Context: an optimization exercise on an open-source flow, tuned for small area. The choices shown serve that exercise and are no tape-out recipe.
Only simulation tests tie the RTL to the original design; equivalence was not proved.
The flow treats the clock pin as an ideal source, which a real chip does not have.
No activity file was given, so power comes from the tool's default toggle rates.

==> flow/design.v <==
package pct_pkg;
  typedef struct packed {
    logic        valid;
    logic [31:0] pc;
    logic [31:0] r1;
    logic [31:0] r2;
    logic [31:0] r3;
    logic [31:0] r4;
    logic [31:0] r5;
  } retire_t;
  typedef enum logic [2:0] {
    sel_r1 = 3'd0,
    sel_r2 = 3'd1,
    sel_r3 = 3'd2,
    sel_r4 = 3'd3,
    sel_r5 = 3'd4
  } watch_sel_e;
  typedef enum logic [1:0] {
    watch_off    = 2'd0,
    watch_equal  = 2'd1,
    watch_change = 2'd2
  } watch_mode_e;
  typedef struct packed {
    watch_mode_e mode;
    watch_sel_e  sel;
    logic [31:0] value;
    logic [31:0] mask;
  } watch_cfg_t;
  typedef struct packed {
    logic                         valid;
    logic [31:0]                  pc;
    logic [4-1:0] trig_hits;
    logic                         watch_hit;
  } hit_t;
  typedef struct packed {
    logic [31:0]                  pc;
    logic [16-1:0]      stamp;
    logic                         watch_hit;
    logic [4-1:0] trig_hits;
  } trace_rec_t;
  typedef struct packed {
    logic [$clog2(8+1)-1:0] count;
    logic                                 empty;
    logic                                 overflow;
  } fifo_status_t;
endpackage
`timescale 1ns/1ps
module pc_trace_top (
  input  logic                   clks,
  input  logic                   rst_n,
  input  logic                   retire_valid,
  input  logic [31:0]            retire_pc,
  input  logic [31:0]            retire_r1,
  input  logic [31:0]            retire_r2,
  input  logic [31:0]            retire_r3,
  input  logic [31:0]            retire_r4,
  input  logic [31:0]            retire_r5,
  input  logic [8-1:0] paddr,
  input  logic                   psel,
  input  logic                   penable,
  input  logic                   pwrite,
  input  logic [31:0]            pwdata,
  output logic [31:0]            prdata,
  output logic                   pready,
  output logic                   pslverr
);
  logic             enable;
  logic [3:0]       trig_en;
  logic [31:0]      trig_addr [0:3];
  logic [1:0]       mode;       
  logic [2:0]       sel;        
  logic [31:0]      wvalue;
  logic [31:0]      wmask;
  logic             wr_access;
  logic             rd_access;
  logic             trig_sel;
  assign pready  = 1'b1;
  assign pslverr = 1'b0;
  assign wr_access = psel && penable && pwrite;
  assign rd_access = psel && penable && !pwrite;
  assign trig_sel  = (paddr[7:4] == 4'h1);
  always_ff @(posedge clks) begin
    if (!rst_n) begin
      enable  <= 1'b0;
      trig_en <= '0;
      mode    <= 2'd0;
      sel     <= 3'd0;
    end else if (wr_access) begin
      if (paddr == 8'h00) enable <= pwdata[0];
      if (paddr == 8'h04) trig_en <= pwdata[3:0];
      if (paddr == 8'h20) begin
        if (pwdata[1:0] != 2'd3) mode <= pwdata[1:0];
        if (pwdata[6:4] <= 3'd4) sel <= pwdata[6:4];
      end
    end
  end
  always_ff @(posedge clks) begin
    if (wr_access) begin
      if (trig_sel) trig_addr[paddr[3:2]] <= pwdata;
      if (paddr == 8'h24) wvalue <= pwdata;
      if (paddr == 8'h28) wmask <= pwdata;
    end
  end
  logic [3:0]  match;
  logic [31:0] sel_val;
  logic [31:0] prev_val;
  logic        seen_first;
  logic        watch_hit;
  always_comb begin
    for (int i = 0; i < 4; i++) begin
      match[i] = trig_en[i] && (retire_pc == trig_addr[i]);
    end
  end
  always_comb begin
    sel_val = ({32{sel == 3'd0}} & retire_r1) | ({32{sel == 3'd1}} & retire_r2) |
              ({32{sel == 3'd2}} & retire_r3) | ({32{sel == 3'd3}} & retire_r4) |
              ({32{sel[2]}} & retire_r5);
  end
  assign watch_hit = (mode[0] && (((sel_val ^ wvalue) & wmask) == 32'd0)) ||
                     (mode[1] && seen_first && (sel_val != prev_val));
  always_ff @(posedge clks) begin
    if (!rst_n) begin
      seen_first <= 1'b0;
    end else if (!mode[1]) begin
      seen_first <= 1'b0;
    end else if (retire_valid) begin
      seen_first <= 1'b1;
    end
  end
  always_ff @(posedge clks) begin
    if (retire_valid && mode[1]) prev_val <= sel_val;
  end
  logic [31:0] mem_pc    [0:7];
  logic [15:0] mem_stamp [0:7];
  logic [4:0]  mem_hits  [0:7];
  logic [2:0]  wr_ptr, rd_ptr, wr_ptr_d;
  logic [3:0]  count, count_d;
  logic [15:0] stamp, stamp_d;
  logic        overflow;
  logic        hv;       
  logic        pend;     
  logic        empty, full, push_req, do_push, pop, overflow_clr;
  assign empty    = (count == 4'd0);
  assign full     = count[3];
  assign push_req = pend && enable;
  assign do_push  = push_req && !full;
  assign pop      = rd_access && (paddr == 8'h38) && !empty;
  assign overflow_clr = wr_access && (paddr == 8'h00) && pwdata[1];
  always_comb begin
    if (!rst_n) begin
      wr_ptr_d = 3'd0;
      count_d  = 4'd0;
      stamp_d  = 16'd0;
    end else begin
      wr_ptr_d = wr_ptr + 3'(do_push);
      count_d  = count + 4'(do_push) - 4'(pop);
      stamp_d  = stamp + 16'(hv && enable);
    end
  end
  always_ff @(posedge clks) begin
    wr_ptr <= wr_ptr_d;
    count  <= count_d;
    stamp  <= stamp_d;
    if (!rst_n) begin
      rd_ptr   <= 3'd0;
      overflow <= 1'b0;
      hv       <= 1'b0;
      pend     <= 1'b0;
    end else begin
      if (pop) rd_ptr <= rd_ptr + 3'd1;
      if (overflow_clr) overflow <= 1'b0;
      if (push_req && full) overflow <= 1'b1;
      hv   <= retire_valid;
      pend <= retire_valid && ((|match) || watch_hit);
    end
  end
  always_ff @(posedge clks) begin
    if (!count_d[3]) begin
      mem_pc[wr_ptr_d]    <= retire_pc;
      mem_stamp[wr_ptr_d] <= stamp_d;
      mem_hits[wr_ptr_d]  <= {watch_hit, match};
    end
  end
  logic [3:0]  s_ta;
  logic [7:0]  s_hpc, s_hinfo;
  logic        s_val, s_mask, s_ctrl, s_ten, s_cfg, s_stat;
  logic [31:0] rd_or;
  always_comb begin
    for (int k = 0; k < 4; k++) s_ta[k] = trig_sel && (paddr[3:2] == 2'(k));
    for (int i = 0; i < 8; i++) begin
      s_hpc[i]   = (paddr == 8'h34)   && !empty && (rd_ptr == 3'(i));
      s_hinfo[i] = (paddr == 8'h38) && !empty && (rd_ptr == 3'(i));
    end
    s_val  = (paddr == 8'h24);
    s_mask = (paddr == 8'h28);
    s_ctrl = (paddr == 8'h00);
    s_ten  = (paddr == 8'h04);
    s_cfg  = (paddr == 8'h20);
    s_stat = (paddr == 8'h30);
    rd_or = ({32{s_val}} & wvalue) | ({32{s_mask}} & wmask);
    for (int k = 0; k < 4; k++) rd_or = rd_or | ({32{s_ta[k]}} & trig_addr[k]);
    for (int i = 0; i < 8; i++) begin
      rd_or = rd_or | ({32{s_hpc[i]}} & mem_pc[i]);
      rd_or[31:16] = rd_or[31:16] | ({16{s_hinfo[i]}} & mem_stamp[i]);
      rd_or[4:0]   = rd_or[4:0]   | ({5{s_hinfo[i]}} & mem_hits[i]);
    end
    rd_or[0]   = rd_or[0] | (s_ctrl & enable);
    rd_or[3:0] = rd_or[3:0] | ({4{s_ten}} & trig_en) | ({4{s_stat}} & count);
    rd_or[1:0] = rd_or[1:0] | ({2{s_cfg}} & mode);
    rd_or[6:4] = rd_or[6:4] | ({3{s_cfg}} & sel);
    rd_or[8]   = rd_or[8] | (s_stat & empty);
    rd_or[9]   = rd_or[9] | (s_stat & overflow);
    prdata = rd_or;
  end
endmodule
clock: 5.0 ns
lec_check: 0
cap_margin: 20
core_margin: 2
core_utilization: 65
slew_margin: 20
standard.sh (not shown) runs the stock make flow with config.mk's settings and CLKGATE_MAP_FILE= SYNTH_SCRIPT=/design/flow/synth_recipe.tcl, a recipe that flattens the netlist after the stock synthesis.
==> flow/flow/run.sh <==
#!/bin/bash
# Layout flow: the standard ORFS flow (standard.sh) with
#  - an area-oriented ABC script in synthesis (flow/abc.script); the
#    synthesis is otherwise the standard flow's own (same registers and names),
#  - buf_1 cells as the port buffers,
#  - clkbuf_8 clock tree buffers without dummy loads.
set -euo pipefail
W=$(pwd)
# Synthesis script: the standard flow's own, sourcing a copy of ORFS's synth.tcl whose
# only change is the ABC script it maps with.
python3 - "$W" <<'PY'
import sys
w = sys.argv[1]
s = open(sys.argv[0] if False else __import__('os').environ['FLOW_HOME'] + '/scripts/synth.tcl').read()
anchor = 'source $::env(SCRIPTS_DIR)/synth_preamble.tcl\n'
assert anchor in s
s = s.replace(anchor, anchor + 'set abc_script ' + w + '/flow/abc.script\n'
              'set abc_args [lreplace $abc_args 1 1 $abc_script]\n'
              'puts "Custom ABC script $abc_script"\n')
open(w + '/synth_custom.tcl', 'w').write(s)
b = open(w + '/synth_recipe.tcl').read()
old = 'source $::env(SCRIPTS_DIR)/synth.tcl'
assert old in b
open(w + '/synth_recipe_custom.tcl', 'w').write(b.replace(old, 'source ' + w + '/synth_custom.tcl'))
PY
export BUFFER_PORTS_ARGS="-buffer_cell sky130_fd_sc_hd__buf_1"
export CTS_ARGS="-sink_clustering_enable -repair_clock_nets -dont_use_dummy_load -buf_list sky130_fd_sc_hd__clkbuf_8 -sink_clustering_size 16 -sink_clustering_max_diameter 50"
# Large buffers off the list the resizer may use (on top of the platform's)
DU=$(make -s -C "$FLOW_HOME" DESIGN_CONFIG="$W/config.mk" print-DONT_USE_CELLS 2>/dev/null | sed -n 's/^DONT_USE_CELLS: *//p')
DU="$DU sky130_fd_sc_hd__buf_8 sky130_fd_sc_hd__buf_12 sky130_fd_sc_hd__buf_16"
echo "$DU" > dont_use.log
bash standard.sh SYNTH_SCRIPT="$W/synth_recipe_custom.tcl" DONT_USE_CELLS="$DU" finish > standard.log 2>&1
==> flow/flow/abc.script <==
strash
&get -n
&fraig -x
&put
scorr
dc2
strash
&get -n
&dch -f
&nf -R 1000
&put
The starting point finished with timing, DRC and antenna clean.
==> next run, changes <==
==> flow/flow/run.sh (replaced) <==
#!/bin/bash
set -uo pipefail
export BUFFER_PORTS_ARGS="-buffer_cell sky130_fd_sc_hd__buf_1"
export CTS_ARGS="-sink_clustering_enable -repair_clock_nets -dont_use_dummy_load -buf_list sky130_fd_sc_hd__clkbuf_8 -sink_clustering_size 20 -sink_clustering_max_diameter 60"
bash standard.sh > standard.log 2>&1
removed: flow/flow/abc.script
Setup slack improved by 0.027 ns.
Cell area climbs by a few percent.
Via count is lower by roughly a tenth.
Core utilization decreases by 2.8 points.
Synthesized cell count came out higher by a few percent.
Non-clock buffer count fell by 98.
Routed wire length drops by about a fifth.
Combinational power grows by roughly a tenth.
Count of clock-buffer cells in the layout fell by 10.
==> next run, changes <==
==> flow/flow/run.sh (replaced) <==
#!/bin/bash
set -uo pipefail
export BUFFER_PORTS_ARGS="-buffer_cell sky130_fd_sc_hd__buf_1"
export CTS_ARGS="-sink_clustering_enable -repair_clock_nets -dont_use_dummy_load -buf_list sky130_fd_sc_hd__clkbuf_8 -sink_clustering_size 16 -sink_clustering_max_diameter 50"
bash standard.sh > standard.log 2>&1
Settings changed: CAP_MARGIN 20 to 0, SLEW_MARGIN 20 to 0.
Setup slack improves by 0.020 ns.
Synthesized cell count is unchanged.
Area after synthesis stays the same.
Core utilization rises by 0.33 points.
Via count fell by 0.98%.
Die area stays the same.
Sequential share of layout area came out lower by 0.29 points.
==> next run, changes <==
==> flow/flow/run.sh (replaced) <==
#!/bin/bash
set -uo pipefail
export BUFFER_PORTS_ARGS="-buffer_cell sky130_fd_sc_hd__buf_1"
export CTS_ARGS="-sink_clustering_enable -repair_clock_nets -dont_use_dummy_load -buf_list sky130_fd_sc_hd__clkbuf_16 -sink_clustering_size 28 -sink_clustering_max_diameter 80"
export RECOVER_POWER=100
bash standard.sh > standard.log 2>&1
Settings changed: CAP_MARGIN 0 to 20, SLEW_MARGIN 0 to 20.
Now the flow completed and failed the layout checks on max-capacitance violations, max-slew violations.
Worst setup slack got worse by 0.086 ns.
Routed wire length drops by 0.60%.
Non-clock buffer count stays the same.
Final cell count fell by 1.1%.
Sequential cell count does not change.
Sequential power is about the same.
Worst hold slack gets better by 0.0034 ns.
Total power hardly moves.
Fmax is lower by 1.8%.
==> next run, changes <==
==> flow/flow/run.sh (replaced) <==
#!/bin/bash
# Layout flow: the standard ORFS flow (standard.sh) with
#  - an area-oriented ABC script in synthesis (flow/abc.script); the
#    synthesis is otherwise the standard flow's own (same registers and names),
#  - buf_1 cells as the port buffers,
#  - clkbuf_8 clock tree buffers without dummy loads.
set -euo pipefail
W=$(pwd)
# Synthesis script: the standard flow's own, sourcing a copy of ORFS's synth.tcl whose
# only change is the ABC script it maps with.
python3 - "$W" <<'PY'
import sys
w = sys.argv[1]
s = open(sys.argv[0] if False else __import__('os').environ['FLOW_HOME'] + '/scripts/synth.tcl').read()
anchor = 'source $::env(SCRIPTS_DIR)/synth_preamble.tcl\n'
assert anchor in s
s = s.replace(anchor, anchor + 'set abc_script ' + w + '/flow/abc.script\n'
              'set abc_args [lreplace $abc_args 1 1 $abc_script]\n'
              'puts "Custom ABC script $abc_script"\n')
open(w + '/synth_custom.tcl', 'w').write(s)
b = open(w + '/synth_recipe.tcl').read()
old = 'source $::env(SCRIPTS_DIR)/synth.tcl'
assert old in b
open(w + '/synth_recipe_custom.tcl', 'w').write(b.replace(old, 'source ' + w + '/synth_custom.tcl'))
PY
export BUFFER_PORTS_ARGS="-buffer_cell sky130_fd_sc_hd__buf_1"
export CTS_ARGS="-sink_clustering_enable -repair_clock_nets -dont_use_dummy_load -buf_list sky130_fd_sc_hd__clkbuf_8 -sink_clustering_size 16 -sink_clustering_max_diameter 50"
bash standard.sh SYNTH_SCRIPT="$W/synth_recipe_custom.tcl" finish > standard.log 2>&1
==> flow/flow/abc.script (new file) <==
strash
&get -n
&fraig -x
&put
scorr
dc2
strash
&get -n
&dch -f
&nf -R 1000
&put
Now the flow passed the timing, design-rule and antenna checks. Setup slack is better by 0.28 ns. Via count came out higher by 11%. Cell count came out lower by 1.3%. Flip-flop and latch count stays the same. Hold slack is worse by 0.0049 ns. Sequential share of layout area came out higher by 1.4 points. First-iteration DRC count came out higher by 46%.

* * *

v26:
Starts from the design.v that is shown in full above.
clock: 5.0 ns
lec_check: 0
cap_margin: 20
core_margin: 2
core_utilization: 72
slew_margin: 20
==> flow/flow/run.sh <==
#!/bin/bash
# Layout flow: the standard ORFS flow (standard.sh) with
#  - an area-oriented ABC script in synthesis (flow/abc.script); the
#    synthesis is otherwise the standard flow's own (same registers and names),
#  - buf_1 cells as the port buffers,
#  - clkbuf_8 clock tree buffers without dummy loads.
set -euo pipefail
W=$(pwd)
# Synthesis script: the standard flow's own, sourcing a copy of ORFS's synth.tcl whose
# only change is the ABC script it maps with.
python3 - "$W" <<'PY'
import sys
w = sys.argv[1]
s = open(sys.argv[0] if False else __import__('os').environ['FLOW_HOME'] + '/scripts/synth.tcl').read()
anchor = 'source $::env(SCRIPTS_DIR)/synth_preamble.tcl\n'
assert anchor in s
s = s.replace(anchor, anchor + 'set abc_script ' + w + '/flow/abc.script\n'
              'set abc_args [lreplace $abc_args 1 1 $abc_script]\n'
              'puts "Custom ABC script $abc_script"\n')
open(w + '/synth_custom.tcl', 'w').write(s)
b = open(w + '/synth_recipe.tcl').read()
old = 'source $::env(SCRIPTS_DIR)/synth.tcl'
assert old in b
open(w + '/synth_recipe_custom.tcl', 'w').write(b.replace(old, 'source ' + w + '/synth_custom.tcl'))
PY
export BUFFER_PORTS_ARGS="-buffer_cell sky130_fd_sc_hd__buf_1"
export CTS_ARGS="-sink_clustering_enable -repair_clock_nets -dont_use_dummy_load -buf_list sky130_fd_sc_hd__clkbuf_8 -sink_clustering_size 16 -sink_clustering_max_diameter 50"
bash standard.sh SYNTH_SCRIPT="$W/synth_recipe_custom.tcl" finish > standard.log 2>&1
==> flow/flow/abc.script <==
strash
&get -n
&fraig -x
&put
scorr
dc2
strash
&get -n
&dch -f
&nf -R 1000
&put
### v26 -> v55
- a change of CORE_UTILIZATION from 72 to 40
==> flow/run.sh (new file) <==
#!/bin/bash
# synth_recipe.tcl (not shown) runs the flow's synth.tcl, then flattens the netlist and writes it again
# the make line also repeats each setting of config.mk as NAME=value (left out here)
make -C /OpenROAD-flow-scripts/flow DESIGN_CONFIG=/design/flow/config.mk WORK_HOME=/design/flow/orfs CLKGATE_MAP_FILE= SYNTH_SCRIPT=/design/flow/synth_recipe.tcl finish
removed: flow/flow/run.sh
removed: flow/flow/abc.script
removed: flow/standard.sh
Results
| final worst-path cycle share | lower: v26 |. Synthesized-area fraction occupied by and/or/nand/nor cells (v55 over v26): decrease, 0.34 points. Cmp v55 vs v26: data-path buffer share of cell area in the final layout higher in v55. When v55 is measured against v26, its fraction of met1 tracks used by global routing turns out 30 points lower. The lower final instance area of v55 and v26 is in v26. Comparing the two runs side by side, v55 comes out behind v26 on setup slack. Compared with v26, v55 shows a die area that is about 90% higher. [compare] base=v26 new=v55: worst hold slack fell by 0.043 ns, number of filler cells placed in the layout grew by 240%, fraction of final layout cells with drive strength greater than 1 rose by 9.2 points.
--- input diff v55..v38 ---
- swapping 40 for 65 in CORE_UTILIZATION
==> flow/flow/run.sh (new file) <==
#!/bin/bash
# Layout flow: the standard ORFS flow (standard.sh) with
#  - an area-oriented ABC script in synthesis (flow/abc.script); the
#    synthesis is otherwise the standard flow's own (same registers and names),
#  - buf_1 cells as the port buffers,
#  - clkbuf_8 clock tree buffers without dummy loads.
set -euo pipefail
W=$(pwd)
# Synthesis script: the standard flow's own, sourcing a copy of ORFS's synth.tcl whose
# only change is the ABC script it maps with.
python3 - "$W" <<'PY'
import sys
w = sys.argv[1]
s = open(sys.argv[0] if False else __import__('os').environ['FLOW_HOME'] + '/scripts/synth.tcl').read()
anchor = 'source $::env(SCRIPTS_DIR)/synth_preamble.tcl\n'
assert anchor in s
s = s.replace(anchor, anchor + 'set abc_script ' + w + '/flow/abc.script\n'
              'set abc_args [lreplace $abc_args 1 1 $abc_script]\n'
              'puts "Custom ABC script $abc_script"\n')
open(w + '/synth_custom.tcl', 'w').write(s)
b = open(w + '/synth_recipe.tcl').read()
old = 'source $::env(SCRIPTS_DIR)/synth.tcl'
assert old in b
open(w + '/synth_recipe_custom.tcl', 'w').write(b.replace(old, 'source ' + w + '/synth_custom.tcl'))
PY
export BUFFER_PORTS_ARGS="-buffer_cell sky130_fd_sc_hd__buf_1"
export CTS_ARGS="-sink_clustering_enable -repair_clock_nets -dont_use_dummy_load -buf_list sky130_fd_sc_hd__clkbuf_8 -sink_clustering_size 16 -sink_clustering_max_diameter 50"
export POST_CTS_TCL="$W/flow/post_cts.tcl"
bash standard.sh SYNTH_SCRIPT="$W/synth_recipe_custom.tcl" finish > standard.log 2>&1
==> flow/flow/abc.script (new file) <==
strash
&get -n
&fraig -x
&put
scorr
dc2
strash
&get -n
&dch -f
&nf -R 1000
&put
==> flow/flow/post_cts.tcl (new file) <==
# Downsize gates off the critical paths; global route's repair_design then
# fixes any slew or capacitance the smaller gates leave.
estimate_parasitics -placement
repair_timing -recover_power 100 -verbose
detailed_placement
estimate_parasitics -placement
==> flow/standard.sh (new file) <==
#!/bin/bash
# synth_recipe.tcl (not shown) runs the flow's synth.tcl, then flattens the netlist and writes it again
# the make line also repeats each setting of config.mk as NAME=value (left out here)
make -C /OpenROAD-flow-scripts/flow DESIGN_CONFIG=/design/flow/config.mk WORK_HOME=/design/flow/orfs CLKGATE_MAP_FILE= SYNTH_SCRIPT=/design/flow/synth_recipe.tcl "${@:-finish}"
removed: flow/run.sh
### Flow results
The startpoint of the most critical setup path comes out count[1] in one run and paddr[2] in the other, namely in v38 and v55 respectively. v38 ends up with a total track usage that is 20 points higher than in v55. Critical path depth in v38 is 2 lower than in v55. Non-clock buffer total of the final layout ended up 98 lower on v38 than on v55. Total power of v38 is lower than that of v55. The final reports for v38 and v55 show worst stage delay on the critical path lower in the former. Any difference in sum of net half-perimeters after detailed placement between v55 and v38 is small enough to ignore. v55 -> v38: final routed DRC violation total delta 0, exact match.
Relative to v38, the following input files were edited for v13:
- SLEW_MARGIN: 20 -> 0
- CAP_MARGIN: 20 -> 0
==> flow/flow/run.sh <==
#!/bin/bash
set -uo pipefail
export BUFFER_PORTS_ARGS="-buffer_cell sky130_fd_sc_hd__buf_1"
export CTS_ARGS="-sink_clustering_enable -repair_clock_nets -dont_use_dummy_load -buf_list sky130_fd_sc_hd__clkbuf_8 -sink_clustering_size 16 -sink_clustering_max_diameter 50"
export RECOVER_POWER=100
bash standard.sh > standard.log 2>&1
removed: flow/flow/abc.script
removed: flow/flow/post_cts.tcl
### Flow results
Of v38 and v13, just one finished clean: v38.
v13 finished all stages; however, its layout fails the closing checks, the failures being capacitance limit, slew limit.
v13: die area about 6% above v38
Total of clock buffers placed in the layout, v13 vs v38: up slightly
v13 vs v38: standard cell area after detailed placement up in v13
v13 vs v38, worst setup path endpoint: prdata[3] vs prdata[0]

-- static timing again, ports no longer ideal --
The results above use ideal ports. As a check the final layouts listed here were re-extracted and re-timed, cells and wires unchanged.
Step 1 (the two cells are an assumption about what drives the block):
set clk [get_ports {clks}]
set_driving_cell -lib_cell sky130_fd_sc_hd__clkbuf_16 $clk
set_driving_cell -lib_cell sky130_fd_sc_hd__buf_2 [delete_from_list [all_inputs] $clk]
Step 2, shift: input delay + t, output delay - t, t = (earliest + latest rising clock arrival at the registers) / 2. This alone moves slack from input paths to output paths.
Three values: ideal, step 1, step 2; two values: the first two.
| run | t, ns | slack for setup (ns) | hold slack, ns | clock arrival spread, ns |
|---|---|---|---|---|
| the first run of note 1 | 0.702 | 0.199 / 0.143 / 0.228 | 0.516 / 0.516 / 0.516 | 0.097 / 0.098 |
| the second run of note 1 | 0.709 | 0.226 / 0.166 / 0.202 | 0.539 / 0.539 / 0.539 | 0.057 / 0.057 |
| the third run of note 1 | 0.714 | 0.246 / 0.189 / 0.202 | 0.531 / 0.531 / 0.531 | 0.083 / 0.084 |
| the fourth run of note 1 | 0.659 | 0.161 / 0.100 / -0.411 | 0.534 / 0.534 / 0.534 | 0.051 / 0.051 |
| the fifth run of note 1 | 0.720 | 0.436 / 0.379 / 0.420 | 0.529 / 0.529 / 0.529 | 0.077 / 0.077 |
| v26 | 0.710 | 0.170 / 0.170 / 0.170 | 0.539 / 0.539 / 0.539 | 0.090 / 0.090 |
| v55 | 0.673 | 0.066 / 0.040 / 0.040 | 0.495 / 0.495 / 0.495 | 0.020 / 0.020 |
| v38 | 0.711 | 0.155 / 0.101 / -0.020 | 0.531 / 0.531 / 0.531 | 0.074 / 0.073 |
| v13 | 0.722 | 0.088 / 0.057 / -0.447 | 0.531 / 0.531 / 0.531 | 0.085 / 0.085 |
The setup slack of the fourth run of note 1, which loses most, moves by -0.061 ns with the drivers and by -0.572 ns with both steps.
